What follows belongs to an exercise in optimizing a design on an open flow for small area, a short achievable clock period and few clock cycles per item; a production flow would make more cautious choices. Function was checked by simulation only, so behaviour that the tests miss may differ from the original.

$ cat config.mk
export PLATFORM = sky130hd
export DESIGN_NAME = compass_calibrate_and_heading
export DESIGN_NICKNAME = compass_calibrate_and_heading
export VERILOG_FILES = /design/flow/design.v
export SDC_FILE = /design/flow/constraint.sdc
export NUM_CORES = 4
export LEC_CHECK = 0
export CAP_MARGIN = 20
export CORE_MARGIN = 2
export CORE_UTILIZATION = 50
export CTS_CLUSTER_DIAMETER = 100
export CTS_CLUSTER_SIZE = 30
export SLEW_MARGIN = 20
$ cat constraint.sdc
create_clock -name core_clock -period 12.0 [get_ports {i_clk}]
set_input_delay 2.4000 -clock core_clock [delete_from_list [all_inputs] [get_ports {i_clk}]]
set_output_delay 2.4000 -clock core_clock [all_outputs]
set_load 0.01 [all_outputs]
$ cat design.v
package cah_pkg;
    localparam int DEF_SAMPLE_BITS  = 16;
    localparam int DEF_CORDIC_STEPS = 16;
    localparam int CFG_W     = 15;
    localparam int HEAD_W    = 17;
    localparam int HEAD_PAD  = 24;
    localparam int GAIN_W    = 27;
    localparam int ANG_FRAC  = 12;
    localparam int ANG_W     = 29;
    localparam int ANGLE_W   = 15;
    localparam int DIV_STEPS = 27;
    localparam int CNT_W     = 5;
    localparam logic [GAIN_W-1:0] GAIN_MAX   = {GAIN_W{1'b1}};
    localparam logic [GAIN_W-1:0] GAIN_RESET = 27'd65536;
    localparam logic [GAIN_W-1:0] GAIN_NUM   = 27'd67108864;
    localparam logic signed [ANG_W-1:0] FULL_TURN_Z = 29'sd94371840;
    localparam logic signed [ANG_W-1:0] HALF_TURN_Z = 29'sd47185920;
    localparam logic signed [ANG_W-1:0] ROUND_HALF  = 29'sd2048;
    localparam logic [ANGLE_W+1:0]      FULL_TURN   = 17'd23040;
    localparam logic signed [CFG_W-1:0] DECL_RESET = 15'sd704;
    localparam logic signed [CFG_W-1:0] OFF_RESET  = 15'sd2240;
    localparam logic [1:0] KIND_SAMPLE = 2'd0;
    localparam logic [1:0] KIND_START  = 2'd1;
    localparam logic [1:0] KIND_FINISH = 2'd2;
    localparam logic CFG_DECLINATION = 1'b0;
    localparam logic CFG_OFFSET      = 1'b1;
    typedef enum logic [2:0] {
        S_IDLE, S_DECODE, S_DIV, S_COMMIT, S_INIT, S_ROT, S_FIN, S_OUT
    } t_state;
    typedef struct packed {
        logic             load_in;
        logic             seed;
        logic             widen;
        logic             div_start;
        logic             div_step;
        logic             div_commit;
        logic             mul;
        logic             cordic_init;
        logic             cordic_step;
        logic             finish;
        logic             load_out;
        logic [CNT_W-1:0] step;
    } t_cmd;
    typedef struct packed {
        logic [1:0] kind;
        logic       calibrating;
        logic       out_busy;
    } t_sts;
    function automatic logic [ANG_W-1:0] atan_at(input logic [CNT_W-1:0] i);
        logic [ANG_W-1:0] v;
        case (i)
            5'd0:    v = 29'd11796480;
            5'd1:    v = 29'd6963869;
            5'd2:    v = 29'd3679517;
            5'd3:    v = 29'd1867780;
            5'd4:    v = 29'd937515;
            5'd5:    v = 29'd469214;
            5'd6:    v = 29'd234664;
            5'd7:    v = 29'd117339;
            5'd8:    v = 29'd58671;
            5'd9:    v = 29'd29335;
            5'd10:   v = 29'd14668;
            5'd11:   v = 29'd7334;
            5'd12:   v = 29'd3667;
            5'd13:   v = 29'd1833;
            5'd14:   v = 29'd917;
            5'd15:   v = 29'd458;
            5'd16:   v = 29'd229;
            5'd17:   v = 29'd115;
            5'd18:   v = 29'd57;
            5'd19:   v = 29'd29;
            5'd20:   v = 29'd14;
            5'd21:   v = 29'd7;
            5'd22:   v = 29'd4;
            5'd23:   v = 29'd2;
            default: v = 29'd0;
        endcase
        atan_at = v;
    endfunction
endpackage
module cah_add
#(
    parameter int W = 16
) (
    input  logic [W-1:0] i_a,
    input  logic [W-1:0] i_b,
    input  logic         i_ci,
    output logic [W-1:0] o_s,
    output logic         o_co
);
    function automatic int levels(input int n);
        levels = 0;
        while ((1 << levels) < n) levels++;
    endfunction
    localparam int L = levels(W + 1);
    logic [W:0] g, p;
    always_comb begin
        g[0] = i_ci;
        p[0] = 1'b0;
        for (int i = 0; i < W; i++) begin
            g[i+1] = i_a[i] & i_b[i];
            p[i+1] = i_a[i] ^ i_b[i];
        end
        for (int lv = 0; lv < L; lv++) begin
            for (int i = W; i >= 0; i--) begin
                if ((i % (2 << lv)) == (2 << lv) - 1) begin
                    g[i] = g[i] | (p[i] & g[i - (1 << lv)]);
                    p[i] = p[i] & p[i - (1 << lv)];
                end
            end
        end
        for (int lv = L - 2; lv >= 0; lv--) begin
            for (int i = W; i >= 0; i--) begin
                if (i >= (3 << lv) - 1 && (i % (2 << lv)) == (1 << lv) - 1) begin
                    g[i] = g[i] | (p[i] & g[i - (1 << lv)]);
                    p[i] = p[i] & p[i - (1 << lv)];
                end
            end
        end
    end
    assign o_s  = (i_a ^ i_b) ^ g[W-1:0];
    assign o_co = g[W];
endmodule
module cah_csa
#(
    parameter int W = 16,
    parameter int N = 3
) (
    input  logic [N*W-1:0] i_rows,
    output logic [W-1:0]   o_s,
    output logic [W-1:0]   o_c
);
    function automatic int rows_at(input int lv);
        int n;
        n = N;
        for (int i = 0; i < lv; i++) n = 2 * (n / 3) + (n % 3);
        rows_at = n;
    endfunction
    function automatic int nlevels(input int dummy);
        int n, l;
        n = N;
        l = 0;
        for (int i = 0; i < 32; i++) begin
            if (n > 2) begin
                n = 2 * (n / 3) + (n % 3);
                l++;
            end
        end
        nlevels = l;
    endfunction
    localparam int NL = nlevels(0);
    logic [(NL+1)*N*W-1:0] lv;
    assign lv[N*W-1:0] = i_rows;
    for (genvar l = 0; l < NL; l++) begin : g_lv
        localparam int NI = rows_at(l);
        localparam int NG = NI / 3;
        for (genvar g = 0; g < NG; g++) begin : g_fa
            logic [W-1:0] a, b, c;
            assign a = lv[(l*N + 3*g)*W +: W];
            assign b = lv[(l*N + 3*g + 1)*W +: W];
            assign c = lv[(l*N + 3*g + 2)*W +: W];
            assign lv[((l+1)*N + 2*g)*W +: W]     = a ^ b ^ c;
            assign lv[((l+1)*N + 2*g + 1)*W +: W] = ((a & b) | (a & c) | (b & c)) << 1;
        end
        for (genvar r = 3 * NG; r < NI; r++) begin : g_pass
            assign lv[((l+1)*N + 2*NG + r - 3*NG)*W +: W] = lv[(l*N + r)*W +: W];
        end
        for (genvar r = 2 * NG + NI - 3 * NG; r < N; r++) begin : g_zero
            assign lv[((l+1)*N + r)*W +: W] = '0;
        end
    end
    assign o_s = lv[(NL*N)*W +: W];
    assign o_c = lv[(NL*N + 1)*W +: W];
endmodule
module compass_calibrate_and_heading
#(
    parameter int SAMPLE_BITS  = cah_pkg::DEF_SAMPLE_BITS,
    parameter int CORDIC_STEPS = cah_pkg::DEF_CORDIC_STEPS
) (
    input  logic                                i_clk,
    input  logic                                i_rst_n,
    input  logic                                i_cfg_wen,
    input  logic                                i_cfg_idx,
    input  logic [cah_pkg::CFG_W-1:0]           i_cfg_wdata,
    input  logic                                s_axis_tvalid,
    output logic                                s_axis_tready,
    input  logic [((2*SAMPLE_BITS+7)/8)*8-1:0]  s_axis_tdata,
    input  logic [1:0]                          s_axis_tuser,
    output logic                                m_axis_tvalid,
    input  logic                                m_axis_tready,
    output logic [cah_pkg::HEAD_PAD-1:0]        m_axis_tdata
);
    localparam int S    = SAMPLE_BITS;      
    localparam int GW   = cah_pkg::GAIN_W;  
    localparam int PW   = 45;               
    localparam int ZW   = 28;               
    localparam int HW   = cah_pkg::HEAD_W;  
    localparam int NST  = 8;                
    localparam int QD   = 12;               
    localparam int CAP  = QD + 1;           
    localparam int CW   = 5;                
    localparam logic [ZW-1:0] Z0_POS  = 28'd2048;
    localparam logic [ZW-1:0] Z0_NEG  = 28'd47187968;
    localparam logic [ZW-1:0] Z0_ZERO = 28'd242254243;    
    localparam logic [16*ZW-1:0] T_ALL = {
        28'd458,     28'd917,     28'd1833,    28'd3667,
        28'd7334,    28'd14668,   28'd29335,   28'd58671,
        28'd117339,  28'd234664,  28'd469214,  28'd937515,
        28'd1867780, 28'd3679517, 28'd6963869, 28'd11796480
    };
    logic signed [cah_pkg::CFG_W-1:0] r_decl, r_off;
    always_ff @(posedge i_clk) begin
        if (!i_rst_n) begin
            r_decl <= cah_pkg::DECL_RESET;
            r_off  <= cah_pkg::OFF_RESET;
        end else if (i_cfg_wen) begin
            if (i_cfg_idx == cah_pkg::CFG_OFFSET) r_off  <= i_cfg_wdata;
            else                                  r_decl <= i_cfg_wdata;
        end
    end
    logic                       r_ph;          
    logic                       r_rdy;
    logic                       r_iv;
    logic [1:0]                 r_ik;
    logic [S-1:0]               r_is [2];      
    logic                       r_calib;
    logic signed [S-1:0]        r_min [2];
    logic signed [S-1:0]        r_max [2];
    logic signed [S-1:0]        r_center [2];
    logic [GW-1:0]              r_gain [2];    
    logic                       r_div;         
    logic [4:0]                 r_dcnt;
    logic                       r_first;       
    logic [S:0]                 r_rem [2];     
    logic [CW-1:0]              r_cnt;         
    logic                       r_dv, r_dvy;   
    logic [26:0]                r_bc, r_by;    
    logic [GW-1:0]              r_gc;          
    logic                       r_dneg, r_dzero;
    logic w_accept, w_hin, w_hmove, w_finish, w_free, w_dstart, w_dlast, w_pop;
    logic signed [S-1:0] w_s [2];
    assign s_axis_tready = r_rdy;
    assign w_accept  = s_axis_tvalid && r_rdy;
    assign w_hin     = r_iv && (r_ik == cah_pkg::KIND_SAMPLE) && !r_calib;
    assign w_hmove   = w_hin && !r_ph;
    assign w_finish  = r_iv && (r_ik == cah_pkg::KIND_FINISH);
    assign w_dstart  = w_finish && !r_div && !r_dv && !r_dvy;
    assign w_dlast   = r_div && !r_first && (r_dcnt == 5'd26);
    assign w_free    = !r_iv || (w_finish ? w_dlast : (!w_hin || !r_ph));
    logic [S:0] w_sa [2], w_sb [2];
    logic       w_lt [2], w_gt [2];
    logic       w_bsub;
    assign w_bsub = !r_first;
    for (genvar a = 0; a < 2; a++) begin : g_ax
        logic [S:0] sx, cx, mnx, mxx, rsh, aa, ab, bb;
        assign w_s[a] = r_is[a];
        assign sx  = {w_s[a][S-1], w_s[a]};
        assign cx  = {r_center[a][S-1], r_center[a]};
        assign mnx = {r_min[a][S-1], r_min[a]};
        assign mxx = {r_max[a][S-1], r_max[a]};
        assign rsh = {r_rem[a][S-1:0], r_gain[a][GW-1]};
        assign aa  = r_div ? rsh : sx;
        assign ab  = r_div ? {1'b0, r_is[a]} : cx;
        cah_add #(.W(S+1)) u_a (
            .i_a (aa), .i_b (~ab), .i_ci (1'b1), .o_s (w_sa[a]), .o_co ()
        );
        cah_add #(.W(S+1)) u_b (
            .i_a (mxx), .i_b (mnx ^ {(S+1){w_bsub}}), .i_ci (w_bsub),
            .o_s (w_sb[a]), .o_co ()
        );
        logic [S:0] lt_s, gt_s;
        cah_add #(.W(S+1)) u_lt (
            .i_a (sx), .i_b (~mnx), .i_ci (1'b1), .o_s (lt_s), .o_co ()
        );
        cah_add #(.W(S+1)) u_gt (
            .i_a (mxx), .i_b (~sx), .i_ci (1'b1), .o_s (gt_s), .o_co ()
        );
        assign w_lt[a] = lt_s[S];
        assign w_gt[a] = gt_s[S];
    end
    logic [CW-1:0] n_cnt, c_cnt;
    logic          n_iv, c_iv, n_calib, keep, dend, n_rdy;
    always_comb begin
        n_cnt   = r_cnt + CW'(w_hmove) - CW'(w_pop);
        keep    = r_iv && !w_free;
        n_iv    = w_accept || keep;
        c_cnt   = r_cnt + CW'(w_hmove);
        c_iv    = r_rdy || keep;
        n_calib = r_calib;
        if (r_iv && !r_div && r_ik == cah_pkg::KIND_START) n_calib = 1'b1;
        if (w_dstart) n_calib = 1'b0;
        dend    = r_div && !r_first && (r_dcnt == 5'd25);
        n_rdy   = (32'(c_cnt) + 32'(c_iv) + 1 <= CAP);
        if (keep && ((r_ik == cah_pkg::KIND_FINISH) ? !dend : !r_ph)) n_rdy = 1'b0;
        if (r_rdy && (s_axis_tuser == cah_pkg::KIND_SAMPLE) && !n_calib) n_rdy = 1'b0;
        if (r_rdy && (s_axis_tuser == cah_pkg::KIND_FINISH)) n_rdy = 1'b0;
    end
    always_ff @(posedge i_clk) begin
        if (!i_rst_n) begin
            r_ph   <= 1'b0;
            r_rdy  <= 1'b1;
            r_iv   <= 1'b0;
            r_div  <= 1'b0;
            r_cnt  <= '0;
        end else begin
            r_ph   <= !r_ph;
            r_iv   <= n_iv;
            r_div  <= (r_div && !w_dlast) || w_dstart;
            r_cnt  <= n_cnt;
            r_rdy  <= n_rdy;
        end
    end
    always_ff @(posedge i_clk) begin
        if (r_rdy) begin
            r_ik <= s_axis_tuser;
            for (int a = 0; a < 2; a++) r_is[a] <= s_axis_tdata[a*S +: S];
        end
        if (w_dstart) begin
            for (int a = 0; a < 2; a++) r_is[a] <= w_sb[a][S-1:0];
        end
    end
    logic w_big;
    assign w_big = !r_rem[0][S] && (r_is[0][S-1:11] != '0) &&
                   !r_rem[1][S] && (r_is[1][S-1:11] != '0);
    always_ff @(posedge i_clk) begin
        if (!i_rst_n) begin
            r_calib <= 1'b0;
            for (int a = 0; a < 2; a++) begin
                r_min[a]    <= '0;
                r_max[a]    <= '0;
                r_center[a] <= '0;
                r_gain[a]   <= cah_pkg::GAIN_RESET;
            end
            r_first <= 1'b0;
        end else begin
            r_first <= w_dstart;
            r_calib <= n_calib;
            if (r_iv && !r_div) begin
                unique case (r_ik)
                    cah_pkg::KIND_START: begin
                        for (int a = 0; a < 2; a++) begin
                            r_min[a] <= w_s[a];
                            r_max[a] <= w_s[a];
                        end
                    end
                    cah_pkg::KIND_SAMPLE: begin
                        if (r_calib) begin
                            for (int a = 0; a < 2; a++) begin
                                if (w_lt[a]) r_min[a] <= w_s[a];
                                if (w_gt[a]) r_max[a] <= w_s[a];
                            end
                        end
                    end
                    default: ;
                endcase
            end
            for (int a = 0; a < 2; a++) begin
                if (w_dstart) begin
                    r_rem[a][S] <= w_sb[a][S];
                end else if (r_first) begin
                    r_rem[a][S] <= r_rem[a][S] || (r_is[a] == '0);
                    r_gain[a] <= w_big ? {1'b0, r_is[a][S-1:1], 11'd0}
                                       : {1'b1, 10'd0, 1'b0, r_is[a][S-1:1]};
                    r_rem[a][S-1:0] <= w_big ? 16'd1024 : 16'd0;
                end else if (r_div) begin
                    if (!w_sa[a][S]) r_rem[a][S-1:0] <= w_sa[a][S-1:0];
                    else             r_rem[a][S-1:0] <= rsh_of(a);
                    if (w_dlast && r_rem[a][S])
                        r_gain[a] <= cah_pkg::GAIN_MAX;
                    else
                        r_gain[a] <= {r_gain[a][GW-2:0], !w_sa[a][S]};
                end
                if (r_first) r_center[a] <= w_sb[a][S:1];
            end
        end
    end
    always_ff @(posedge i_clk) begin
        if (r_first) r_dcnt <= w_big ? 5'd11 : 5'd0;
        else          r_dcnt <= r_dcnt + 1'b1;
    end
    function automatic logic [S-1:0] rsh_of(input int a);
        rsh_of = {r_rem[a][S-2:0], r_gain[a][GW-1]};
    endfunction
    always_ff @(posedge i_clk) begin
        if (!i_rst_n) begin
            r_dv  <= 1'b0;
            r_dvy <= 1'b0;
        end else begin
            r_dv  <= w_hmove;
            r_dvy <= r_dv;
        end
        if (w_hmove) begin
            r_bc    <= booth_rec(w_sa[0], w_sa[0][S]);
            r_by    <= booth_rec(w_sa[1], w_sa[0][S]);
            r_gc    <= r_gain[0];
            r_dneg  <= w_sa[0][S];
            r_dzero <= (w_sa[0] == '0) && (w_sa[1] == '0);
        end else if (r_dv) begin
            r_bc    <= r_by;
            r_gc    <= r_gain[1];
        end
    end
    function automatic logic [26:0] booth_rec(input logic [S:0] dv, input logic neg);
        logic [17:0] d;
        logic [2:0]  bd;
        d = {dv[S], dv};
        for (int j = 0; j < 9; j++) begin
            bd = {d[2*j+1], d[2*j], (j == 0) ? 1'b0 : d[2*j-1]};
            booth_rec[3*j +: 3] = {bd[1] ^ bd[0], (bd == 3'b011) || (bd == 3'b100), bd[2] ^ neg};
        end
    endfunction
    localparam int NR = 10;
    localparam logic [PW-1:0] K_SE = PW'(-(64'h0000_0000_1000_0000 *
                                          64'd87381));    
    logic [PW-1:0] r_ms, r_mc;
    logic          r_mvx, r_mvy, r_mneg, r_mzero;
    logic [NR*PW-1:0] w_rows;
    logic [PW-1:0] w_ms, w_mc;
    always_comb begin
        logic        one, two, sg;
        logic [27:0] mag, v;
        logic [PW-1:0] ext;
        ext = K_SE;
        for (int j = 0; j < 9; j++) begin
            {one, two, sg} = r_bc[3*j +: 3];
            mag = one ? {1'b0, r_gc} : (two ? {r_gc, 1'b0} : 28'd0);
            v   = mag ^ {28{sg}};
            w_rows[j*PW +: PW] = PW'({!sg, v}) << (2 * j);
            ext[2*j] = sg;
        end
        w_rows[9*PW +: PW] = ext;
    end
    cah_csa #(.W(PW), .N(NR)) u_csa (.i_rows (w_rows), .o_s (w_ms), .o_c (w_mc));
    always_ff @(posedge i_clk) begin
        if (!i_rst_n) begin
            r_mvx <= 1'b0;
            r_mvy <= 1'b0;
        end else begin
            r_mvx <= r_dv;
            r_mvy <= r_dvy;
        end
        r_ms <= w_ms;
        r_mc <= w_mc;
        if (r_dvy) begin
            r_mneg  <= r_dneg;
            r_mzero <= r_dzero;
        end
    end
    logic [PW-1:0] w_p, r_px;
    cah_add #(.W(PW)) u_p (
        .i_a (r_ms), .i_b (r_mc), .i_ci (1'b0), .o_s (w_p), .o_co ()
    );
    always_ff @(posedge i_clk) begin
        if (r_mvx) r_px <= w_p;
    end
    logic [PW-1:0] r_cx [NST+1];
    logic [PW-1:0] r_cy [NST+1];
    logic [ZW-1:0] r_cz [NST+1];
    logic          r_cv [NST+1];
    logic          r_cl [NST+1];    
    always_ff @(posedge i_clk) begin
        if (r_mvy) begin
            r_cx[0] <= r_px;
            r_cy[0] <= w_p;
            r_cz[0] <= r_mzero ? Z0_ZERO : (r_mneg ? Z0_NEG : Z0_POS);
            r_cl[0] <= 1'b0;
        end else begin
            r_cx[0] <= r_cx[NST];
            r_cy[0] <= r_cy[NST];
            r_cz[0] <= r_cz[NST];
            r_cl[0] <= 1'b1;
        end
        if (!i_rst_n) r_cv[0] <= 1'b0;
        else          r_cv[0] <= r_mvy || (r_cv[NST] && !r_cl[NST]);
    end
    for (genvar k = 0; k < NST; k++) begin : g_c
        logic          dn, l2;
        logic [PW-1:0] xs, ys, xn, yn;
        logic [ZW-1:0] t, zn;
        assign dn = r_cy[k][PW-1];
        assign l2 = r_cl[k];
        assign ys = l2 ? PW'($signed(r_cy[k]) >>> (k + NST)) : PW'($signed(r_cy[k]) >>> k);
        assign xs = l2 ? (r_cx[k] >> (k + NST)) : (r_cx[k] >> k);
        assign t  = l2 ? T_ALL[(k+NST)*ZW +: ZW] : T_ALL[k*ZW +: ZW];
        cah_add #(.W(ZW)) u_z (
            .i_a (r_cz[k]), .i_b (t ^ {ZW{dn}}), .i_ci (dn), .o_s (zn), .o_co ()
        );
        cah_add #(.W(PW)) u_x (
            .i_a (r_cx[k]), .i_b (ys ^ {PW{dn}}), .i_ci (dn), .o_s (xn), .o_co ()
        );
        cah_add #(.W(PW)) u_y (
            .i_a (r_cy[k]), .i_b (xs ^ {PW{!dn}}), .i_ci (!dn), .o_s (yn), .o_co ()
        );
        always_ff @(posedge i_clk) begin
            r_cx[k+1] <= xn;
            r_cy[k+1] <= yn;
            r_cz[k+1] <= zn;
            r_cl[k+1] <= r_cl[k];
            if (!i_rst_n) r_cv[k+1] <= 1'b0;
            else          r_cv[k+1] <= r_cv[k];
        end
    end
    logic [HW-1:0] w_a0, w_wrap, w_dc, w_of, w_s1, w_c1, w_cs, w_cc, w_head;
    assign w_a0   = {r_cz[NST][ZW-1], r_cz[NST][ZW-1:cah_pkg::ANG_FRAC]};
    assign w_wrap = w_a0[HW-1] ? cah_pkg::FULL_TURN : '0;
    assign w_dc   = HW'(r_decl);
    assign w_of   = HW'(r_off);
    assign w_s1   = w_a0 ^ w_wrap ^ w_dc;
    assign w_c1   = ((w_a0 & w_wrap) | (w_a0 & w_dc) | (w_wrap & w_dc)) << 1;
    assign w_cs   = w_s1 ^ w_c1 ^ w_of;
    assign w_cc   = ((w_s1 & w_c1) | (w_s1 & w_of) | (w_c1 & w_of)) << 1;
    cah_add #(.W(HW)) u_add_h (
        .i_a (w_cs), .i_b (w_cc), .i_ci (1'b0), .o_s (w_head), .o_co ()
    );
    logic          r_hv;
    logic [HW-1:0] r_h;
    always_ff @(posedge i_clk) begin
        if (!i_rst_n) r_hv <= 1'b0;
        else          r_hv <= r_cv[NST] && r_cl[NST];
        r_h <= w_head;
    end
    logic          r_ovalid;
    logic [HW-1:0] r_odata;
    logic [HW-1:0] r_q [QD];
    logic [3:0]    r_wp, r_rp;
    logic [4:0]    r_qn;
    logic          w_push, w_qload, w_qempty, w_oload, w_bypass;
    assign w_push   = r_hv;
    assign w_pop    = r_ovalid && m_axis_tready;
    assign w_qempty = (r_qn == '0);
    assign w_oload  = !r_ovalid || m_axis_tready;
    assign w_qload  = w_oload && !w_qempty;
    assign w_bypass = w_oload && w_qempty && w_push;
    always_ff @(posedge i_clk) begin
        if (!i_rst_n) begin
            r_ovalid <= 1'b0;
            r_wp     <= '0;
            r_rp     <= '0;
            r_qn     <= '0;
        end else begin
            if (w_oload) r_ovalid <= !w_qempty || w_push;
            if (w_push && !w_bypass) r_wp <= (r_wp == 4'(QD - 1)) ? '0 : r_wp + 1'b1;
            if (w_qload)             r_rp <= (r_rp == 4'(QD - 1)) ? '0 : r_rp + 1'b1;
            r_qn <= r_qn + 5'(w_push && !w_bypass) - 5'(w_qload);
        end
        if (w_push && !w_bypass) r_q[r_wp] <= r_h;
        if (w_qload)       r_odata <= r_q[r_rp];
        else if (w_bypass) r_odata <= r_h;
    end
    assign m_axis_tvalid = r_ovalid;
    assign m_axis_tdata  = {{(cah_pkg::HEAD_PAD-HW){1'b0}}, r_odata};
endmodule
$ cat flow/run.sh
#!/bin/bash
set -euo pipefail
MARGIN=$(cat flow/margin.txt)
bash standard.sh SETUP_SLACK_MARGIN=$MARGIN finish > flow_make.log 2>&1
$ cat flow/margin.txt
8.0
$ cat standard.sh
#!/bin/bash
# synth_recipe.tcl (not shown) runs the flow's synth.tcl, then flattens the netlist and writes it again
# the make line also repeats each setting of config.mk as NAME=value (left out here)
make -C /OpenROAD-flow-scripts/flow DESIGN_CONFIG=/design/flow/config.mk WORK_HOME=/design/flow/orfs CLKGATE_MAP_FILE= SYNTH_SCRIPT=/design/flow/synth_recipe.tcl "${@:-finish}"
==> results of run 1 <==
## through the flow
stage / setup WS (ps) / hold WS, ps / instance area, um^2
after floorplan: 7810 / 326 / 121000
after global placement: 6120 / 416 / 124000
after detailed placement: 6140 / 419 / 124000
after CTS: 7680 / 446 / 134000
after global routing: 7520 / 462 / 139000
final: 7680 / 438 / 139000
## registers in the layout (all words and copies together) (netlist names), 41 cells and up, named ones only
name    flops
r_ms       45
r_gain     54
r_cx      405
r_px       45
r_cy      405
r_q       204
r_mc       41
r_cz      252
## path summary, 6_finish.rpt
check / start / endpoint / slack (ps) / cells after the start
setup reg to reg: r_div / r_dzero / 7680 / 21
hold reg to reg: r_cz[2][0] / r_cz[3][0] / 440 / 1
setup / recovery: r_div / r_dzero / 7680 / 21
hold / removal: r_cz[2][0] / r_cz[3][0] / 440 / 1
## Yosys cell counts, types with 87 or more instances
| cell | instances |
|---|---|
| a21o_1 | 474 |
| a21oi_1 | 492 |
| a22oi_1 | 126 |
| buf_1 | 124 |
| clkbuf_1 | 311 |
| dfxtp_1 | 1402 |
| edfxtp_1 | 416 |
| fa_1 | 705 |
| ha_1 | 1194 |
| inv_1 | 1151 |
| mux2_2 | 110 |
| mux2i_1 | 668 |
| nand2_1 | 681 |
| nand2b_1 | 128 |
| nand3_1 | 94 |
| nor2_1 | 542 |
| nor2b_1 | 158 |
| o21a_1 | 87 |
| o21ai_0 | 400 |
| xnor2_1 | 1162 |
| xor2_1 | 360 |
## repair_timing
| action | 4_1_cts | 5_1_grt |
|---|---|---|
| endpoints found under the setup margin | 879 | 364 |
| hold buffers | 0 | 0 |
| buffers inserted | 300 | 258 |
| endpoints found under the hold margin | 0 | 0 |
| cloned | 43 | 23 |
| pin swaps | 164 | 326 |
| gates resized for setup | 532 | 630 |
## area by class of cell
type / count / area share [%]
clock inverters: 50 / 0.609
repair inverters: 1 / 0.00628
multi-input cells: 8114 / 55.8
flip-flops and latches: 1818 / 29.2
clock buffers: 111 / 1.70
diodes: 8 / 0.0144
inverters: 1164 / 3.21
repair buffers: 785 / 6.61
well taps: 3167 / 2.84
## routing by layer
layer	vias up	share of wire, %	track usage (%)
li1	39800	-	-
met3	555	7.6	4.59
met5	-	0.025	0
met1	43200	45	42.3
met2	2718	44	45.8
met4	14	2.8	7.36
## logic make-up after synthesis
kind of cell	synth area share, %
AOI/OAI and AO/OA	10.4
xor gates and xnor gates	11.2
adders and majority gates	24.3
buffers and inverters	5.12
DFF	33.9
muxes	7.63
other	0.00314
and+or+nand+nor	7.45
==> results.ini, run 1 <==
[placement]
numPortBuffers=73
dpl.cell_count=14400
gp_congestion=0.899
dp_hpwl_mm=265

[synthesis]
ys_top_cells_by_area=dfxtp_1 23%, ha_1 12%, fa_1 12%
ys_ff_latch=1818
async_flop_share_pct=0
ys.flop_type=dfxtp_1
yosysTopAreaCellShare_pct=23.5
netlist_area_mm2=0.120
synth_cell_type_count=84
yosysTopAreaCell=dfxtp_1
ys_seq_area_share_pct=33.9
ys_warn_count=34
synth_edf_count=416
avgSynthCellArea_um2=10.4
synthCells=11500

[drt]
drt-total-wl_mm=367
avgViaCountPerCell=5.67
drtPass1Iterations=27
num_vias=86200
wl_per_cell_um=24.1
remaining_drc_errors=0
drt_iter0_drc=6832
postRouteAntennaNets=0

[finish]
drive_gt1_share_pct=15.2
area_growth_pct=16.6
multi_input_area_mm2=0.0778
fin_nets=13900
final_cell_mix=1368 x dfxtp_1, 1146 x ha_1, 1126 x inv_1
fill_cells=20100
stdcell_count=15200
final_common_cell=dfxtp_1
fin_util_pct=58.6
seqCellArea_mm2=0.0407

[timing]
worst_pin_slew_ps=1050
rsz0062_at_grt=true
final.setup_skew_ps=35.1
finalSetupViolations=0
relSlewSlack_pct=30.1
max_freq_ghz=0.231
fin_tns_setup_ps=0
drv_slew=0
timing.final.crit_share_pct=36.0
hold_viol=0
min_period_ps=4320

[worst_setup_path]
end_kind=flip-flop
worstPathMaxFanout=6
critPathRequiredTime_ps=12640
cpPeakStageDelay_ps=490
cp_cell_sequence=buf_16 -> buf_6 -> mux2i_1 -> ha_2 -> inv_2 -> buf_4 -> buf_4 -> buf_4 -> buf_4 -> buf_4 -> buf_4 -> buf_4 -> buf_4 -> buf_4 -> fa_1 -> xnor2_2 -> inv_1 -> or4_1 -> nor4_2 -> nand4_1 -> nor3_2
worst_path_most_repeated_cell=buf_4
start_kind=flip-flop
critPathKind=reg2reg
crit_slowest_cell=or4_1
crit_family=buffers and inverters
arrival_ps=4960
crit_buf_inv=13

[floorplanning]
dieWidth_um=493
die_y_um=493
dieArea_mm2=0.243
core_area_mm2=0.238
pin_count=81
initial_core_util_pct=50.3
rows=179

[clocking]
cts_max_path_buffers=3
cts_tree=yes
cts_max_level=3
clk_latency_ps=790
cts_root_buf=clkbuf_16
clock-sinks=1818
path_clk_slew_ps=120
cts_buffers=88

[global_route]
grt_pass1_vias=86300
grt_pass1_wl_mm=541
grt_max_degree=86
overflow=0
grt_antenna_before_repair=30
track_usage_pct=29.3

[status]
status=no timing/DRC/antenna violations

[job]
drv_cap=0

[worst_hold_path]
hp-class=reg2reg

Testbench counts, summed over its fixed seeds: cycles 5,692, items 2,400.
==> run 2, diff against run 1 <==
--- a/design.v
+++ b/design.v
@@ -233,3 +233,4 @@
     logic                       r_first;       
-    logic [S:0]                 r_rem [2];     
+    logic [S-1:0]               r_rem [2];     
+    logic                       r_sat [2];     
     logic [CW-1:0]              r_cnt;         
@@ -249,3 +250,3 @@
     assign w_free    = !r_iv || (w_finish ? w_dlast : (!w_hin || !r_ph));
-    logic [S:0] w_sa [2], w_sb [2];
+    logic [S:0] w_sa [2], w_sb [2], w_sv [2];
     logic       w_lt [2], w_gt [2];
@@ -260,7 +261,8 @@
         assign mxx = {r_max[a][S-1], r_max[a]};
-        assign rsh = {r_rem[a][S-1:0], r_gain[a][GW-1]};
-        assign aa  = r_div ? rsh : sx;
-        assign ab  = r_div ? {1'b0, r_is[a]} : cx;
+        assign rsh = {r_rem[a], r_gain[a][GW-1]};
         cah_add #(.W(S+1)) u_a (
-            .i_a (aa), .i_b (~ab), .i_ci (1'b1), .o_s (w_sa[a]), .o_co ()
+            .i_a (sx), .i_b (~cx), .i_ci (1'b1), .o_s (w_sa[a]), .o_co ()
+        );
+        cah_add #(.W(S+1)) u_dv (
+            .i_a (rsh), .i_b (~{1'b0, r_is[a]}), .i_ci (1'b1), .o_s (w_sv[a]), .o_co ()
         );
@@ -322,4 +324,4 @@
     logic w_big;
-    assign w_big = !r_rem[0][S] && (r_is[0][S-1:11] != '0) &&
-                   !r_rem[1][S] && (r_is[1][S-1:11] != '0);
+    assign w_big = !r_sat[0] && (r_is[0][S-1:11] != '0) &&
+                   !r_sat[1] && (r_is[1][S-1:11] != '0);
     always_ff @(posedge i_clk) begin
@@ -358,15 +360,12 @@
                 if (w_dstart) begin
-                    r_rem[a][S] <= w_sb[a][S];
+                    r_sat[a] <= w_sb[a][S];
                 end else if (r_first) begin
-                    r_rem[a][S] <= r_rem[a][S] || (r_is[a] == '0);
+                    r_sat[a] <= r_sat[a] || (r_is[a] == '0);
                     r_gain[a] <= w_big ? {1'b0, r_is[a][S-1:1], 11'd0}
                                        : {1'b1, 10'd0, 1'b0, r_is[a][S-1:1]};
-                    r_rem[a][S-1:0] <= w_big ? 16'd1024 : 16'd0;
                 end else if (r_div) begin
-                    if (!w_sa[a][S]) r_rem[a][S-1:0] <= w_sa[a][S-1:0];
-                    else             r_rem[a][S-1:0] <= rsh_of(a);
-                    if (w_dlast && r_rem[a][S])
+                    if (w_dlast && r_sat[a])
                         r_gain[a] <= cah_pkg::GAIN_MAX;
                     else
-                        r_gain[a] <= {r_gain[a][GW-2:0], !w_sa[a][S]};
+                        r_gain[a] <= {r_gain[a][GW-2:0], !w_sv[a][S]};
                 end
@@ -377,2 +376,9 @@
     always_ff @(posedge i_clk) begin
+        for (int a = 0; a < 2; a++) begin
+            if (r_first)         r_rem[a] <= w_big ? 16'd1024 : 16'd0;
+            else if (!w_sv[a][S]) r_rem[a] <= w_sv[a][S-1:0];
+            else                 r_rem[a] <= rsh_of(a);
+        end
+    end
+    always_ff @(posedge i_clk) begin
         if (r_first) r_dcnt <= w_big ? 5'd11 : 5'd0;
@@ -391,11 +397,8 @@
         end
+        r_bc <= w_hmove ? booth_rec(w_sa[0], w_sa[0][S]) : r_by;
+        r_by <= booth_rec(w_sa[1], w_sa[0][S]);
+        r_gc <= w_hmove ? r_gain[0] : r_gain[1];
         if (w_hmove) begin
-            r_bc    <= booth_rec(w_sa[0], w_sa[0][S]);
-            r_by    <= booth_rec(w_sa[1], w_sa[0][S]);
-            r_gc    <= r_gain[0];
             r_dneg  <= w_sa[0][S];
             r_dzero <= (w_sa[0] == '0) && (w_sa[1] == '0);
-        end else if (r_dv) begin
-            r_bc    <= r_by;
-            r_gc    <= r_gain[1];
         end
@@ -453,3 +456,3 @@
     always_ff @(posedge i_clk) begin
-        if (r_mvx) r_px <= w_p;
+        r_px <= w_p;
     end
--- a/config.mk
+++ b/config.mk
@@ -11,3 +11,3 @@
 export CTS_CLUSTER_DIAMETER = 100
-export CTS_CLUSTER_SIZE = 30
+export CTS_CLUSTER_SIZE = 24
 export SLEW_MARGIN = 20
==> run 2 against run 1 <==
  * Still clean on timing, DRC and antenna
  * Hold slack got worse by 18 ps
  * Clock skew increased by 12 ps
  * Routed wire length increased by 0.55%
  * Maximum frequency increased by 1.8%
  * Flip-flop and latch count unchanged
  * Largest cell class unchanged
==> results.ini, run 2 <==
[status]
status=no timing/DRC/antenna violations

[clocking]
cts_root_buf=clkbuf_16
cts_hold_buf=0  ; unchanged
clock-sinks=1818  ; unchanged
cts_max_path_buffers=3  ; unchanged
cts_buffers=98  ; +11%
cts_tree=yes
path_clk_slew_ps=110  ; about the same
clk_latency_ps=810  ; +20 ps
cts_max_level=3  ; unchanged

[finish]
drive_gt1_share_pct=12.8  ; -2.4 points
top_regs=r_cx x405, r_cy x405, r_cz x252
fin_area_mm2=0.136  ; -2.6%
final_cell_mix=1493 x dfxtp_1, 1194 x ha_1, 1077 x xnor2_1
area_growth_pct=13.9
final_common_cell=dfxtp_1
stdcell_count=15200  ; -0.22%
fin_nets=13900  ; +0.13%

[synthesis]
synthSimpleGateAreaFrac_pct=8.07  ; +0.62 points
synth_xor_xnor_area_share_pct=11.3  ; +0.11 points
ys_warn_count=37  ; +8.8%
ys_ff_latch=1818  ; unchanged
yosysTopAreaCellShare_pct=26.1  ; +2.7 points
async_flop_share_pct=0  ; unchanged
ys_seq_area_share_pct=32.7  ; -1.2 points
synth_adder_area_share_pct=24.9  ; +0.64 points
synthCells=11700  ; +1.1%
netlist_area_mm2=0.119  ; -0.25%
synth_edf_count=261  ; -37%
synth_compound_area_share_pct=11.2  ; +0.82 points
synth_top_family_by_area=adder cells
synth_cell_type_count=87  ; +3.6%
avgSynthCellArea_um2=10.2  ; -1.3%
ys_top_cells_by_count=1557 x dfxtp_1, 1224 x ha_1, 1143 x xnor2_1
ys_top_cells_by_area=dfxtp_1 26%, ha_1 13%, fa_1 12%
synth.most_common_cell=dfxtp_1
ys.flop_type=dfxtp_1
yosysTopAreaCell=dfxtp_1
synthMuxAreaShare_pct=6.81  ; -0.82 points

[placement]
dpl.cell_count=14500  ; +0.77%
numPortBuffers=73  ; unchanged
gp_congestion=0.938  ; +4.3%
placed_area_mm2=0.123  ; -0.46%
dp_hpwl_mm=270  ; +2.2%

[worst_setup_path]
critPathRequiredTime_ps=12690  ; +50 ps
rr_startpoint=r_cl[0]
critPathKind=reg2reg
cp-startpoint=r_cl[0]
worstPathMaxFanout=7  ; +1
arrival_ps=4940  ; -20 ps
r2r_setup_slack_ps=7750  ; +80 ps
end_kind=flip-flop
start_kind=flip-flop

[drt]
remaining_drc_errors=0  ; unchanged
drt_iter0_drc=7553  ; +11%
num_vias=87000  ; +0.82%
drtPass1Iterations=6  ; -78%
avgViaCountPerCell=5.73  ; +1.0%
wl_per_cell_um=24.3  ; +0.77%
drt-total-wl_mm=369  ; +0.55%
postRouteAntennaNets=0  ; unchanged

[timing]
drv_slew=0  ; unchanged
max_freq_ghz=0.235  ; +1.8%
hold_viol=0  ; unchanged
min_period_ps=4250  ; -75.5 ps
final.setup_skew_ps=47.4  ; +12.3 ps
worst_pin_slew_ps=1110  ; +69.5 ps
relSlewSlack_pct=25.7  ; -4.4 points
fin_tns_setup_ps=0  ; unchanged
rsz0062_at_grt=true
timing.final.crit_share_pct=35.4  ; -0.63 points
finalSetupViolations=0  ; unchanged

[worst_hold_path]
hp-class=reg2reg
worstHoldStart=r_by[17]

[floorplanning]
dieArea_mm2=0.242  ; -0.25%
die_y_um=492  ; -0.12%
rows=179  ; unchanged
pin_count=81  ; unchanged
core_area_mm2=0.237  ; -0.19%
initial_core_util_pct=50.2  ; about the same
dieWidth_um=492  ; -0.12%

[global_route]
grt_max_degree=88  ; +2.3%
grt_antenna_before_repair=19  ; -37%
grt_pass1_vias=86400  ; +0.034%
grt_pass1_wl_mm=548  ; +1.4%
overflow=0  ; unchanged
track_usage_pct=29.7  ; +0.36 points

[job]
drv_cap=0  ; unchanged

[run 2: changes by cell type in the layout (fill, tap and decap cells not counted), moves of 36 or more]
| cell | before | now |
|---|---|---|
| ha_1 | 1146 | 1194 |
| xor2_1 | 338 | 379 |
| buf_4 | 475 | 400 |
| nor3_1 | 49 | 101 |
| or3_1 | 19 | 56 |
| xnor2_2 | 97 | 61 |
| mux2i_1 | 559 | 487 |
| dfxtp_1 | 1368 | 1493 |
| o21ai_0 | 335 | 380 |
| a21o_1 | 472 | 523 |
| inv_1 | 1126 | 1047 |
| nand3_1 | 86 | 162 |
| nor2_1 | 496 | 447 |
| edfxtp_1 | 416 | 261 |
[run 2: kinds of logic after synthesis]
| kind of cell | count (synthesis) |
|---|---|
| AO/OA/AOI/OAI | 2051 |
| AND/OR/NAND/NOR | 2022 |
| adder cells (fa/ha/maj) | 1945 |
| flip-flops | 1818 |
| buffers and inverters | 1565 |
| XOR/XNOR | 1533 |
| multiplexers | 734 |
| other | 1 |
[run 2: layer usage]
metal / vias to the layer above / global-route usage, % / share of wire, %
li1: 40100 / - / -
met2: 2937 / 43.6 / 42
met1: 43400 / 45.0 / 47
met3: 462 / 4.89 / 7.9
met4: 10 / 7.51 / 2.7
met5: - / 0 / 0.074
[run 2: critical path, cell delays in order, from the launching register on]
cell,delay (ps)
dfxtp_4,500
buf_12,180
mux2i_1,210
xnor2_1,100
ha_1,360
nand4_1,150
nor2_2,170
o2111ai_2,110
o211ai_1,450
a31o_2,300
a31oi_4,120
o31a_1,330
nor4_4,310
o41ai_4,100
buf_4,150
fa_2,530
inv_2,30
[run 2: layout make-up]
| type | count | area, um^2 |
|---|---|---|
| flip-flops and latches | 1818 | 39200 |
| clock buffers | 127 | 2570 |
| clock inverters | 42 | 559 |
| multi-input cells | 8292 | 77900 |
| inverters | 1086 | 4220 |
| diodes | 5 | 12.5 |
| fillers | 20400 | 102000 |
| well taps | 3167 | 3960 |
| repair inverters | 1 | 8.76 |
| repair buffers | 647 | 7370 |
[run 2: per-stage QoR]
| stage | hold WS, ps | util, % | setup WS [ps] |
|---|---|---|---|
| CTS | 427 | 55.2 | 7790 |
| detailed placement | 415 | 51.9 | 6490 |
| floorplan | 326 | - | 7740 |
| global placement | 403 | 51.9 | 6580 |
| finish | 420 | 57.2 | 7750 |
| global route | 441 | 57.2 | 7650 |
[run 2: final timing paths]
| path | end | cells after the start |
|---|---|---|
| worst min-delay path | r_bc[17] | 2 |
| worst min register to register | r_bc[17] | 2 |
| worst max-delay path | r_cx[1][41] | 16 |
| worst max register to register | r_cx[1][41] | 16 |
[run 2: repair_timing]
action / 4_1_cts / 5_1_grt
pin swaps: 137 / 339
setup endpoints to repair: 802 / 342
setup buffers: 233 / 199
resized for setup: 409 / 565
cloned: 29 / 16
Testbench counts of run 2, summed over its fixed seeds: cycles 5,692, items 2,400.
==> run 3, diff against run 2 <==
==> flow/margin.txt (replaced) <==
8.5
==> run 3 against run 2 <==
  * Synthesized cell count unchanged
  * Critical path depth is the same
  * Die area did not move
  * Cell count rose by 4.1%
  * First-iteration DRC count grew 6.2%
  * Non-clock buffer count increased by 623
==> results.ini, run 3 <==
[floorplanning]
rows=179  ; unchanged
initial_core_util_pct=50.2  ; unchanged
dieWidth_um=492  ; unchanged
pin_count=81  ; unchanged
die_y_um=492  ; unchanged
dieArea_mm2=0.242  ; unchanged
core_area_mm2=0.237  ; unchanged

[global_route]
grt_max_degree=131  ; +49%
grt_pass1_wl_mm=569  ; +3.9%
track_usage_pct=30.9  ; +1.2 points
grt_antenna_before_repair=17  ; -2
grt_pass1_vias=90300  ; +4.6%
overflow=0  ; unchanged

[finish]
area_growth_pct=25.4
seqCellArea_mm2=0.0393  ; +0.25%
fin_nets=14600  ; +4.5%
drive_gt1_share_pct=26.1  ; +13 points
multi_input_area_mm2=0.0845  ; +8.4%
final_common_cell=dfxtp_1
top_regs=r_cx x405, r_cy x405, r_cz x252
fill_cells=18700  ; -8.0%
final_cell_mix=1463 x dfxtp_1, 1074 x ha_1, 947 x xnor2_1

[timing]
min_period_ps=4250  ; +3.01 ps
relSlewSlack_pct=29.2  ; +3.5 points
fin_tns_setup_ps=0  ; unchanged
hold_viol=0  ; unchanged
worst_pin_slew_ps=1060  ; -52.4 ps
max_freq_ghz=0.235  ; about the same
finalSetupViolations=0  ; unchanged
final.setup_skew_ps=69.0  ; +21.6 ps
drv_slew=0  ; unchanged
rsz0062_at_grt=true
setup_ws_ps=7750  ; -3.01 ps
timing.final.crit_share_pct=35.4  ; about the same

[worst_setup_path]
crit_buf_inv=3  ; unchanged
critPathRequiredTime_ps=12710  ; +20 ps
end_kind=flip-flop
worst_path_most_repeated_cell=o21a_1
start_kind=flip-flop
cp-startpoint=r_cl[7]
critPathKind=reg2reg
crit_family=compound AO/OA/AOI/OAI gates
worstPathMaxFanout=6  ; -1
arrival_ps=4960  ; +20 ps
crit_slowest_cell=fa_2
cp_cell_sequence=buf_4 -> buf_6 -> mux2i_1 -> xnor2_1 -> ha_1 -> and4_1 -> o211ai_1 -> and3_1 -> o21ai_2 -> a21oi_2 -> o21a_1 -> or4_4 -> a311o_1 -> o21a_1 -> fa_2 -> inv_1
rr_startpoint=r_cl[7]
cpPeakStageDelay_ps=520  ; about the same

[clocking]
cts_buffers=96  ; -2.0%
cts_tree=yes
clock-sinks=1818  ; unchanged
cts_max_path_buffers=3  ; unchanged
cts_max_level=3  ; unchanged
cts_root_buf=clkbuf_16
clk_latency_ps=840  ; +30 ps
path_clk_slew_ps=110  ; about the same

[placement]
dp_hpwl_mm=267  ; -1.4%
dp_slack_ps=6530  ; +38.0 ps
numPortBuffers=73  ; unchanged
gp_congestion=0.937  ; about the same

[synthesis]
yosysTopAreaCell=dfxtp_1
ys.flop_type=dfxtp_1
yosysTopAreaCellShare_pct=26.1  ; unchanged
avgSynthCellArea_um2=10.2  ; unchanged
ys_warn_count=37  ; unchanged
synth.most_common_cell=dfxtp_1
ys_top_cells_by_count=1557 x dfxtp_1, 1224 x ha_1, 1143 x xnor2_1
ys_ff_latch=1818  ; unchanged
ys_top_cells_by_area=dfxtp_1 26%, ha_1 13%, fa_1 12%
ys_seq_area_share_pct=32.7  ; unchanged
async_flop_share_pct=0  ; unchanged
synthCells=11700  ; unchanged
synth_cell_type_count=87  ; unchanged
synth_edf_count=261  ; unchanged
netlist_area_mm2=0.119  ; unchanged

[drt]
drt-total-wl_mm=389  ; +5.2%
postRouteAntennaNets=0  ; unchanged
drtPass1Iterations=8  ; +2
wl_per_cell_um=24.6  ; +1.1%
remaining_drc_errors=0  ; unchanged
num_vias=90500  ; +4.1%
avgViaCountPerCell=5.72  ; about the same
drt_iter0_drc=8025  ; +6.2%

[worst_hold_path]
hp-class=reg2reg
worstHoldStart=r_by[8]

[job]
drv_cap=0  ; unchanged

[status]
status=no timing/DRC/antenna violations

## run 3: cell counts after synthesis
Identical to the previous run, type by type.
## run 3: layer usage
| layer | global-route usage, % | routed length, um | part of all wire (%) | vias up |
|---|---|---|---|---|
| li1 | - | - | - | 41300 |
| met2 | 45.9 | 168000 | 43 | 3120 |
| met5 | 0 | 30 | 0.0077 | - |
| met1 | 45.6 | 177000 | 46 | 45400 |
| met3 | 5.53 | 31000 | 8.0 | 629 |
| met4 | 9.11 | 12100 | 3.1 | 6 |
## run 3: cells by family after synthesis
group                      count (synthesis)  share of synthesized area (%)
AOI/OAI and AO/OA                       2051                           11.2
muxes                                    734                           6.81
DFF                                     1818                           32.7
adders and majority gates               1945                           24.9
and+or+nand+nor                         2022                           8.07
buffers and inverters                   1565                           4.97
other                                      1                        0.00314
xor gates and xnor gates                1533                           11.3
## run 3: final timing paths
| kind | end | slack [ps] | depth (start not counted) |
|---|---|---|---|
| worst min register to register | r_bc[8] | 420 | 2 |
| worst max register to register | r_cy[8][43] | 7750 | 16 |
| worst max-delay path | r_cy[8][43] | 7750 | 16 |
| worst min-delay path | r_bc[8] | 420 | 2 |
## run 3: worst min-delay path: cells and delay by family, from the launching register on
kind             cells  cell delay [ps]
AND/OR/NAND/NOR      2               90
flip-flops           1              310
## run 3: what timing repair did
item	4_1_cts	5_1_grt
gates cloned	64	5
setup endpoints to repair	1029	764
resized for setup	1537	1093
hold buffers	0	0
buffers inserted	687	365
pin swaps	742	748
endpoints found under the hold margin	0	0
## run 3: layout make-up
type                            count  area share, %
Antenna cell                        7         0.0117
Clock buffer                      126           1.74
Clock inverter                     37          0.421
Inverter                         1086           2.92
Multi-Input combinational cell   8294           56.5
Sequential cell                  1818           26.2
Tap cell                         3167           2.65
Timing Repair Buffer             1270           9.48
Timing Repair inverter              4         0.0427
## run 3: through the flow
stage	area [um^2]	hold WS [ps]	util (%)	std cells
after floorplan	122000	326	-	11700
after global placement	124000	405	52.4	14500
after detailed placement	124000	405	52.4	14500
after CTS	142000	416	59.6	15400
after global routing	150000	450	63.0	15800
final	150000	417	63.0	15800
==> run 4, diff against run 3 <==
--- a/design.v
+++ b/design.v
@@ -201,5 +201,5 @@
     localparam int CW   = 5;                
-    localparam logic [ZW-1:0] Z0_POS  = 28'd2048;
-    localparam logic [ZW-1:0] Z0_NEG  = 28'd47187968;
-    localparam logic [ZW-1:0] Z0_ZERO = 28'd242254243;    
+    localparam logic [ZW-1:0] Z0_POS  = 28'd242254243;    
+    localparam logic [ZW-1:0] Z0_NEG  = 28'd21004707;     
+    localparam logic [ZW-1:0] Z0_ZERO = 28'd216070982;    
     localparam logic [16*ZW-1:0] T_ALL = {
@@ -402,3 +402,3 @@
             r_dneg  <= w_sa[0][S];
-            r_dzero <= (w_sa[0] == '0) && (w_sa[1] == '0);
+            r_dzero <= (r_is[0] == r_center[0]) && (r_is[1] == r_center[1]);
         end
@@ -486,5 +486,5 @@
         assign xs = l2 ? (r_cx[k] >> (k + NST)) : (r_cx[k] >> k);
-        assign t  = l2 ? T_ALL[(k+NST)*ZW +: ZW] : T_ALL[k*ZW +: ZW];
+        assign t  = l2 ? {T_ALL[(k+NST)*ZW +: ZW-1], 1'b0} : {T_ALL[k*ZW +: ZW-1], 1'b0};
         cah_add #(.W(ZW)) u_z (
-            .i_a (r_cz[k]), .i_b (t ^ {ZW{dn}}), .i_ci (dn), .o_s (zn), .o_co ()
+            .i_a (r_cz[k]), .i_b (t & {ZW{!dn}}), .i_ci (1'b0), .o_s (zn), .o_co ()
         );
==> flow/margin.txt (replaced) <==
8.0
--- a/config.mk
+++ b/config.mk
@@ -11,3 +11,3 @@
 export CTS_CLUSTER_DIAMETER = 100
-export CTS_CLUSTER_SIZE = 24
+export CTS_CLUSTER_SIZE = 20
 export SLEW_MARGIN = 20
==> run 4 against run 3 <==
  * Still clean on timing, DRC and antenna
  * Global-route usage fell by 2.5 points
  * Sequential share of layout area rose by 3.6 points
  * Area after synthesis fell by 4.2%
  * Clock skew fell by 18 ps
  * Final area fell by 13%
  * Cell count fell by 8.9%
==> results.ini, run 4 <==
[global_route]
overflow=0  ; unchanged
track_usage_pct=28.4  ; -2.5 points
grt_pass1_vias=80900  ; -10%
grt_pass1_wl_mm=504  ; -12%
grt_max_degree=88  ; -33%
grt_antenna_before_repair=22  ; +5

[clocking]
cts_tree=yes
cts_hold_buf=0  ; unchanged
path_clk_slew_ps=90  ; -20 ps
clock-sinks=1809  ; -0.50%
cts_max_path_buffers=3  ; unchanged
cts_buffers=106  ; +10%
cts_max_level=3  ; unchanged
clk_latency_ps=820  ; -20 ps
cts_root_buf=clkbuf_16

[worst_hold_path]
hp-class=reg2reg
worstHoldPathCells=0  ; -2

[timing]
fin_tns_setup_ps=0  ; unchanged
worst_pin_slew_ps=1150  ; +86.3 ps
finalSetupViolations=0  ; unchanged
timing.final.crit_share_pct=35.5  ; +0.050 points
final.setup_skew_ps=50.9  ; -18.1 ps
relSlewSlack_pct=23.4  ; -5.8 points
rsz0062_at_grt=true
min_period_ps=4260  ; +5.97 ps
hold_viol=0  ; unchanged
holdWs_ps=368  ; -48.9 ps
drv_slew=0  ; unchanged
max_freq_ghz=0.235  ; -0.14%

[job]
drv_cap=0  ; unchanged

[floorplanning]
pin_count=81  ; unchanged
dieArea_mm2=0.232  ; -4.1%
die_y_um=482  ; -2.1%
rows=175  ; -2.2%
dieWidth_um=482  ; -2.1%
core_area_mm2=0.227  ; -4.3%
initial_core_util_pct=50.3  ; +0.050 points

[finish]
top_regs=r_cx x405, r_cy x405, r_cz x243
fin_nets=13200  ; -9.2%
area_growth_pct=14.2
final_cell_mix=1490 x dfxtp_1, 1135 x ha_1, 1014 x xnor2_1
fill_cells=19400  ; +3.6%
drive_gt1_share_pct=13.3  ; -13 points
stdcell_count=14400  ; -8.9%
final_common_cell=dfxtp_1

[worst_setup_path]
critPathKind=reg2reg
rr_startpoint=r_cl[1]
arrival_ps=4940  ; -20 ps
start_kind=flip-flop
r2r-end=r_cy[2][43]
end_kind=flip-flop
r2r_cells=20  ; +4
crit_end=r_cy[2][43]
worstPathMaxFanout=5  ; -1
critPathRequiredTime_ps=12680  ; -30 ps
cp-startpoint=r_cl[1]
r2r_setup_slack_ps=7740  ; about the same

[synthesis]
yosysTopAreaCell=dfxtp_1
ys.flop_type=dfxtp_1
async_flop_share_pct=0  ; unchanged
yosysTopAreaCellShare_pct=27.1  ; +0.98 points
synthCells=11000  ; -5.3%
synth_cell_type_count=85  ; -2.3%
ys_ff_latch=1809  ; -0.50%
ys_warn_count=37  ; unchanged
avgSynthCellArea_um2=10.3  ; +1.2%
synth_edf_count=261  ; unchanged
ys_seq_area_share_pct=34.0  ; +1.3 points
synth.most_common_cell=dfxtp_1
ys_top_cells_by_count=1548 x dfxtp_1, 1166 x ha_1, 1092 x xnor2_1
netlist_area_mm2=0.114  ; -4.2%
ys_top_cells_by_area=dfxtp_1 27%, ha_1 13%, fa_1 12%

[drt]
wl_per_cell_um=23.5  ; -4.5%
drtPass1Iterations=6  ; -2
drt-total-wl_mm=338  ; -13%
num_vias=80900  ; -11%
remaining_drc_errors=0  ; unchanged
postRouteAntennaNets=0  ; unchanged
avgViaCountPerCell=5.62  ; -1.9%
drt_iter0_drc=6654  ; -17%

[placement]
gp_congestion=0.952  ; +1.5%
dp_hpwl_mm=249  ; -6.6%
dpl.cell_count=13800  ; -5.0%
numPortBuffers=73  ; unchanged

[status]
status=no timing/DRC/antenna violations

## run 4: logic make-up (layout without fill, tap and decap cells)
kind of cell,Yosys count,after routing,share of synthesized area (%)
buf+inv,1439,1774,4.76
xor+xnor,1496,1497,11.5
flops,1809,1809,34.0
fa+ha+maj,1834,1834,24.5
mux,749,749,7.23
other cells,1,13,0.00328
simple gates,1874,1874,7.67
compound gates,1845,1845,10.4
## run 4: metal layers
metal	routed length, um	share of wire [%]	vias up	global-route usage, %
met3	21500	6.4	491	3.77
li1	-	-	37800	-
met1	156000	46	40200	41.3
met2	151000	45	2401	44.4
met4	9840	2.9	8	7.16
met5	132	0.039	-	0
## run 4: through the flow
| step | utilization [%] | setup slack [ps] | area (um^2) |
|---|---|---|---|
| after floorplan | - | 7810 | 115000 |
| after global placement | 51.9 | 6340 | 118000 |
| after detailed placement | 52.0 | 6340 | 118000 |
| after CTS | 55.3 | 7680 | 126000 |
| after global routing | 57.4 | 7610 | 131000 |
| final | 57.4 | 7740 | 131000 |
## run 4: area by class of cell
class / count / area (um^2) / area share, %
Multi-Input combinational cell: 7806 / 73900 / 56.6
Sequential cell: 1809 / 39000 / 29.8
Timing Repair Buffer: 612 / 6940 / 5.31
Inverter: 999 / 3830 / 2.93
Tap cell: 3009 / 3760 / 2.88
Clock buffer: 140 / 2830 / 2.17
Clock inverter: 23 / 329 / 0.252
Antenna cell: 6 / 15.0 / 0.0115
## run 4: how the worst min path moves through the flow
stage | startpoint | endpoint | slack [ps]
after global routing | r_cz[3][1] | r_cz[4][1] | 370
final | r_cz[3][1] | r_cz[4][1] | 370
after global placement | r_cz[3][1] | r_cz[4][1] | 370
after detailed placement | r_cz[3][1] | r_cz[4][1] | 360
after floorplan | r_cz[3][1] | r_cz[4][1] | 310
after CTS | r_cz[3][1] | r_cz[4][1] | 370
## run 4: repair_timing
action | 4_1_cts | 5_1_grt
gates cloned | 31 | 15
setup buffers | 171 | 233
endpoints found under the setup margin | 842 | 392
pin swaps | 131 | 320
resized for setup | 444 | 569
## run 4: worst max-delay path: stages, from the launching register on
cell       delay (ps)
dfxtp_4           400
buf_6             130
buf_6             110
buf_16            130
buf_6             110
buf_8             110
mux2i_1           120
xnor2_1           160
ha_2              330
o21a_1            160
nor2_4             50
a211oi_4          270
a221o_1           310
o2bb2ai_2         150
a21o_1            230
a211oi_4          100
o21ai_4           210
a32oi_2           160
a211o_1           350
fa_2              530
inv_1              30
Testbench counts of run 4, summed over its fixed seeds: cycles 5,692, items 2,400.
==> run 5, diff against run 4 <==
==> flow/margin.txt (replaced) <==
7.5
==> run 5 against run 4 <==
  * Clock skew rose by 5.5 ps
  * Sequential share of layout area is 1.6 points higher
  * Maximum frequency fell by 2.6%
  * Clock-buffer cell count rose by 1
  * Utilization down 3.1 points
  * Hold slack worse by 21 ps
  * Global-route usage fell by 1.0 points
  * Via count is 3.1% lower
  * First-iteration DRC count fell by 8.4%
  * Critical path depth fell by 4
  * Critical path type unchanged
  * Largest cell class unchanged
==> results.ini, run 5 <==
[status]
status=no timing/DRC/antenna violations

[worst_setup_path]
rr_startpoint=r_cl[2]
end_kind=flip-flop
critPathRequiredTime_ps=12660  ; -20 ps
crit_buf_inv=2  ; -4
start_kind=flip-flop
critPathKind=reg2reg
crit_family=compound AO/OA/AOI/OAI gates
r2r_cells=16  ; -20%
worst_path_most_repeated_cell=a21oi_1
crit_slowest_cell=dfxtp_4
arrival_ps=5030  ; +90 ps
r2r_setup_slack_ps=7630  ; -110 ps
path_depth=16  ; -20%
r2r-end=r_cx[3][44]
worstPathMaxFanout=28  ; +23
cp_cell_sequence=buf_4 -> buf_16 -> mux2i_1 -> xnor2_1 -> ha_1 -> a21o_1 -> a21o_1 -> a21oi_1 -> o21ai_0 -> o2111a_1 -> o2111ai_1 -> a21oi_1 -> o31ai_1 -> a21oi_1 -> ha_1 -> xor2_1
cpPeakStageDelay_ps=500  ; -30 ps

[drt]
num_vias=78400  ; -3.1%
drtPass1Iterations=8  ; +2
postRouteAntennaNets=0  ; unchanged
avgViaCountPerCell=5.58  ; -0.75%
drt-total-wl_mm=322  ; -4.8%
drt_iter0_drc=6093  ; -8.4%
met2_length_mm=142  ; -5.7%
drt-met1-wl_mm=154  ; -1.6%
route.met3.wl_mm=17.9  ; -17%
remaining_drc_errors=0  ; unchanged
top_layer=met5
wl_per_cell_um=22.9  ; -2.5%

[synthesis]
ys_ff_latch=1809  ; unchanged
ys_warn_count=37  ; unchanged
synth_edf_count=261  ; unchanged
ys_seq_area_share_pct=34.0  ; unchanged
ys.flop_type=dfxtp_1
synthCells=11000  ; unchanged
synth_cell_type_count=85  ; unchanged
ys_top_cells_by_count=1548 x dfxtp_1, 1166 x ha_1, 1092 x xnor2_1
yosysTopAreaCell=dfxtp_1
avgSynthCellArea_um2=10.3  ; unchanged
ys_top_cells_by_area=dfxtp_1 27%, ha_1 13%, fa_1 12%
yosysTopAreaCellShare_pct=27.1  ; unchanged
async_flop_share_pct=0  ; unchanged
netlist_area_mm2=0.114  ; unchanged
synth.most_common_cell=dfxtp_1

[timing]
worst_pin_slew_ps=1120  ; -27.8 ps
relSlewSlack_pct=25.3  ; +1.9 points
finalSetupViolations=0  ; unchanged
holdWs_ps=348  ; -20.8 ps
rsz0062_at_grt=true
max_freq_ghz=0.229  ; -2.6%
setup_ws_ps=7630  ; -114 ps
final.setup_skew_ps=56.4  ; +5.52 ps
fin_tns_setup_ps=0  ; unchanged
drv_slew=0  ; unchanged
min_period_ps=4370  ; +114 ps
hold_viol=0  ; unchanged
timing.final.crit_share_pct=36.4  ; +0.95 points

[global_route]
track_usage_pct=27.3  ; -1.0 points
grt_pass1_wl_mm=488  ; -3.1%
overflow=0  ; unchanged
grt_max_degree=88  ; unchanged
grt_pass1_vias=78900  ; -2.5%
grt_antenna_before_repair=20  ; -9.1%

[clocking]
cts_tree=yes
cts_hold_buf=0  ; unchanged
clock-sinks=1809  ; unchanged
cts_buffers=107  ; +0.94%
clk_latency_ps=820  ; about the same
path_clk_slew_ps=90  ; about the same
cts_max_level=3  ; unchanged
cts_root_buf=clkbuf_16
cts_max_path_buffers=3  ; unchanged

[finish]
final_cell_mix=1524 x dfxtp_1, 1166 x ha_1, 1073 x xnor2_1
fill_cells=20100  ; +3.5%
area_growth_pct=8.13
drive_gt1_share_pct=6.41  ; -6.9 points
top_regs=r_cx x405, r_cy x405, r_cz x243
final_common_cell=dfxtp_1
fin_nets=12900  ; -2.6%

[floorplanning]
dieArea_mm2=0.232  ; unchanged
dieWidth_um=482  ; unchanged
core_area_mm2=0.227  ; unchanged
rows=175  ; unchanged
die_y_um=482  ; unchanged
pin_count=81  ; unchanged
initial_core_util_pct=50.3  ; unchanged

[placement]
dp_hpwl_mm=246  ; -1.3%
gp_congestion=0.934  ; -1.9%
dp_slack_ps=6250  ; -87.6 ps
numPortBuffers=73  ; unchanged

[worst_hold_path]
hp-class=reg2reg
worstHoldStart=r_cz[3][1]
hold-path-endpoint=r_cz[4][1]
worstHoldPathCells=0  ; unchanged

[job]
drv_cap=0  ; unchanged

-- run 5: cell count changes in the layout (fill, tap and decap cells not counted), sizes merged, moves of 2 or more --
| cell | change |
|---|---|
| buf | -321 |
| clkdlybuf4s50 | +20 |
| bufbuf | -22 |
| dlygate4sd2 | -19 |
| clkinv | +7 |
| inv | -4 |
| diode | -3 |
| clkinvlp | -2 |
-- run 5: area by class of cell --
cell class / count / area (um^2) / share of cell area (%)
repair buffers: 270 / 3070 / 2.48
clock inverters: 25 / 397 / 0.321
flip-flops and latches: 1809 / 38900 / 31.5
inverters: 999 / 3780 / 3.06
well taps: 3009 / 3760 / 3.05
multi-input cells: 7805 / 70800 / 57.3
clock buffers: 141 / 2870 / 2.32
diodes: 3 / 7.51 / 0.00608
-- run 5: per-stage QoR --
stage / std cells / util [%] / instance area [um^2]
finish: 14100 / 54.4 / 124000
floorplan: 11100 / - / 114000
CTS: 14000 / 53.8 / 122000
global route: 14100 / 54.4 / 124000
detailed placement: 13800 / 51.9 / 118000
global placement: 13800 / 51.9 / 118000
-- run 5: worst reg2reg max path, delay by kind of cell, from the launching register on --
family | cells | cell delay, ps
adder cells (fa/ha/maj) | 2 | 580
XOR/XNOR | 2 | 450
AO/OA/AOI/OAI | 9 | 1980
multiplexers | 1 | 300
flip-flops | 1 | 500
buffers and inverters | 2 | 440
-- run 5: per-layer routing --
layer	up-vias	GRT usage, %
met1	38700	40.4
met5	-	0
met4	12	6.71
met3	435	3.41
li1	37100	-
met2	2136	42.4
-- run 5: how the worst max path moves through the flow --
stage                start          end  slack [ps]
2_1_floorplan      r_cl[0]  r_cx[1][37]        7520
3_3_place_gp   r_cy[3][44]  r_cy[4][43]        6290
3_5_place_dp   r_cy[3][44]  r_cy[4][43]        6250
4_1_cts        r_cy[1][44]  r_cy[2][37]        7380
5_1_grt            r_cl[0]  r_cx[1][44]        7470
6_report           r_cl[2]  r_cx[3][44]        7630
-- run 5: what timing repair did --
action                                  in CTS  in global routing
pin swaps                                    4                 30
buffers inserted                            32                 51
resized for setup                          109                124
gates cloned                                 4                 12
endpoints found under the setup margin     458                218
-- run 5: kinds of logic after synthesis --
kind of cell    Yosys count  share of synthesized area (%)
buf+inv                1439                           4.76
compound gates         1845                           10.4
other cells               1                        0.00328
simple gates           1874                           7.67
fa+ha+maj              1834                           24.5
mux                     749                           7.23
xor+xnor               1496                           11.5
flops                  1809                           34.0

-- what the ideal ports hide --
How much do the figures lean on ideal ports? The routed layouts below were timed once more, with nothing changed but the port constraints. Step 1 sets driving cells, clkbuf_16 on the clock port and buf_2 on the other inputs (assumed; they add their load-dependent delay and slew). Step 2 moves the port delays by t, midway between the first and last clock arrival at a register: inputs arrive t later, outputs are due t later. That takes back most of the time a late clock gives input paths. Slacks: ideal ports / drivers / drivers and shift; pairs: ideal ports / drivers.
run | t (ns) | setup WS [ns] | latest minus earliest clock arrival (ns) | worst data-port slew with drivers (ns) | pins driven straight from the clock port
run 1 | 0.869 | 7.677 / 7.677 / 7.326 | 0.049 / 0.049 | 0.33 | 1
run 2 | 0.865 | 7.753 / 7.753 / 7.379 | 0.047 / 0.047 | 0.14 | 1
run 3 | 0.902 | 7.750 / 7.750 / 7.651 | 0.070 / 0.070 | 0.13 | 1
run 4 | 0.881 | 7.744 / 7.744 / 7.318 | 0.059 / 0.059 | 0.06 | 1
run 5 | 0.877 | 7.630 / 7.630 / 6.908 | 0.071 / 0.071 | 0.05 | 1
After both steps setup and hold are still met in every run listed. The setup slack of run 5, which loses most, moves by 0.000 ns with the drivers and by -0.722 ns with both steps.
